Background: an optimization exercise with open tools, aiming at small area, a short achievable clock period and few clock cycles per item. Do not read the settings as production practice. At most, simulation tests tie the RTL to the original design; equivalence was not proved.

==> exp/nickel <==
// modular_exponentiation
module modular_exponentiation (
    input  wire logic                  clk,
    input  wire logic                  rst_n,
    input  wire logic                  in_valid,
    output logic                       in_ready,
    input  wire mexp_pkg::word_t       message,
    output logic                       out_valid,
    input  wire logic                  out_ready,
    output mexp_pkg::word_t            power_result,
    input  wire logic                  cfg_valid,
    output logic                       cfg_ready,
    input  wire mexp_pkg::cfg_index_t  cfg_index,
    input  wire mexp_pkg::word_t       cfg_data
);
    mexp_pkg::word_t      modulus_reg;
    mexp_pkg::cnt_t       mshift_reg;
    mexp_pkg::word_t      exponent_reg;
    mexp_pkg::word_t      base_reg;
    mexp_pkg::word_t      acc_reg;
    logic                 acc_one_reg;
    mexp_pkg::sword_t     sqa_reg;
    mexp_pkg::sword_t     sqb_reg;
    mexp_pkg::est_t       sqr_reg;
    logic [2:0]           sqq_reg;
    mexp_pkg::sword_t     mla_reg;
  ...
Settings: LEC_CHECK=0, CAP_MARGIN=20, CORE_MARGIN=2, CORE_UTILIZATION=60, SETUP_SLACK_MARGIN=2.85, SLEW_MARGIN=20; clock period 6.5 ns.
run.sh (not shown) runs the stock make flow with config.mk's settings and CLKGATE_MAP_FILE= SYNTH_SCRIPT=/design/flow/synth_recipe.tcl, a recipe that flattens the netlist after the stock synthesis.
==> exp/raven: changes against exp/nickel <==
--- a/flow/design.v
+++ b/flow/design.v
@@ -275,19 +275,19 @@
         hc = {((u[5:0] & v3[5:0]) | (u[5:0] & w[5:0]) | (v3[5:0] & w[5:0])), 1'b1};
         d  = hs + hc;
         sum3_sign = d[6];
     endfunction
 endmodule
 module mexp_csfix (
-    input  wire logic [32:0]      c,
+    input  wire mexp_pkg::sword_t c,
     input  wire mexp_pkg::word_t  n,
     output mexp_pkg::word_t       res
 );
-    logic [32:0] c1;
-    assign c1  = c + {1'b0, n};
-    assign res = c[32] ? c1[mexp_pkg::WIDTH-1:0] : c[mexp_pkg::WIDTH-1:0];
+    mexp_pkg::sword_t c1;
+    assign c1  = c + {2'b00, n};
+    assign res = c[mexp_pkg::SW-1] ? c1[mexp_pkg::WIDTH-1:0] : c[mexp_pkg::WIDTH-1:0];
 endmodule
 `default_nettype wire
 `default_nettype none
 module modular_exponentiation (
     input  wire logic                  clk,
     input  wire logic                  rst_n,
@@ -317,15 +317,15 @@
     mexp_pkg::est_t       mlr_reg;
     logic [2:0]           mlq_reg;
     logic                 sq_bit_reg;
     logic                 sq_nbit_reg;
     logic                 ml_bit_reg;
     logic                 ml_nbit_reg;
-    logic [32:0]          cv_reg;
-    logic [32:0]          cva;
-    logic [32:0]          cvb;
+    mexp_pkg::sword_t     cv_reg;
+    mexp_pkg::sword_t     cva;
+    mexp_pkg::sword_t     cvb;
     logic                 busy;
     logic                 hold;
     logic [5:0]           nq_reg;
     logic                 nq_ok_reg;
     logic                 special;
     logic                 load;
@@ -396,13 +396,13 @@
         end
     end
     always_ff @(posedge clk)
     begin
         nq_reg <= modulus_reg[31:26];
     end
-    assign hold    = !nq_ok_reg;
+    assign hold    = busy || !nq_ok_reg;
     assign special = (modulus_reg == '0) || (exponent_reg == '0);
     mexp_ctrl u_ctrl (
         .clk          (clk),
         .rst_n        (rst_n),
         .in_valid     (in_valid),
         .in_ready     (in_ready),
@@ -454,14 +454,14 @@
         .ge      (mlq_reg),
         .sa_next (mla_next),
         .sb_next (mlb_next),
         .rt_next (mlr_next),
         .ge_next (mlq_next)
     );
-    assign cva = sqa_reg[32:0] | (mla_reg[32:0] & {33{pconv1_d}});
-    assign cvb = sqb_reg[32:0] | (mlb_reg[32:0] & {33{pconv1_d}});
+    assign cva = pconv1_d ? mla_reg : sqa_reg;
+    assign cvb = pconv1_d ? mlb_reg : sqb_reg;
     mexp_csfix u_fix (
         .c   (cv_reg),
         .n   (modulus_reg),
         .res (cv_res)
     );
     assign copy    = pconv2 && exp_bit && acc_one_reg;
- ABC_AREA: unset -> 1
- SETUP_SLACK_MARGIN: 2.85 -> 3.0
==> impl_metrics.ini <==
[die]
die_y_um = 204.0

[global_route]
met3_usage = 0.05421
antenna_found_initial = 4

[drt]
vias = 19502
vias_per_cell = 6.299

[worst_setup_path]
r2r-start = mlq_reg[1]

[outcome]
run_status = finished clean

[worst_hold_path]
holdPathEnd = acc_one_reg

[logic_synthesis]
seq_area_frac_synth = 0.3203
Source of the figures above: exp/nickel

==> impl_metrics.ini <==
[worst_setup_path]
rr_worst_depth = 12
r2r-start = modulus_reg[30]

[global_route]
met3_usage = 0.09580
antenna_found_initial = 1

[die]
die_y_um = 210.5

[logic_synthesis]
synth_top_family_by_area = adder cells
seq_area_frac_synth = 0.3038

[outcome]
run_status = finished clean

[worst_hold_path]
holdPathEnd = nq_reg[4]

[drt]
vias_per_cell = 6.023
Source of the figures above: exp/raven

Testbench counts of exp/nickel, summed over its fixed seeds: cycles 210,240, items 192.
Function not checked in exp/raven: the RTL went through the layout flow alone.

==> separate check: timing with driven ports <==
The flow's constraints put no driver on any port. The routed layouts listed below were extracted and timed again, unchanged, in two steps. Step 1 assumes that a clkbuf_16 drives the clock port and a buf_2 every other input. Step 2 adds t to the input delays and takes it off the output delays; t is the mean of the earliest and latest rising clock arrival at the registers after step 1. Input paths then give back, and output paths get back, about the clock's delay inside the block. a / b / c = no drivers / after step 1 / after step 2; a / b = the first two.
run | shift t [ns] | setup slack, ns | latest minus earliest clock arrival (ns) | worst slew at a driven data input, ns
exp/nickel | 0.621 | 2.970 / 2.960 / 2.970 | 0.021 / 0.021 | 0.06
exp/raven | 0.636 | 3.031 / 2.969 / 3.040 | 0.022 / 0.022 | 0.05
After both steps every run listed still meets setup and hold.
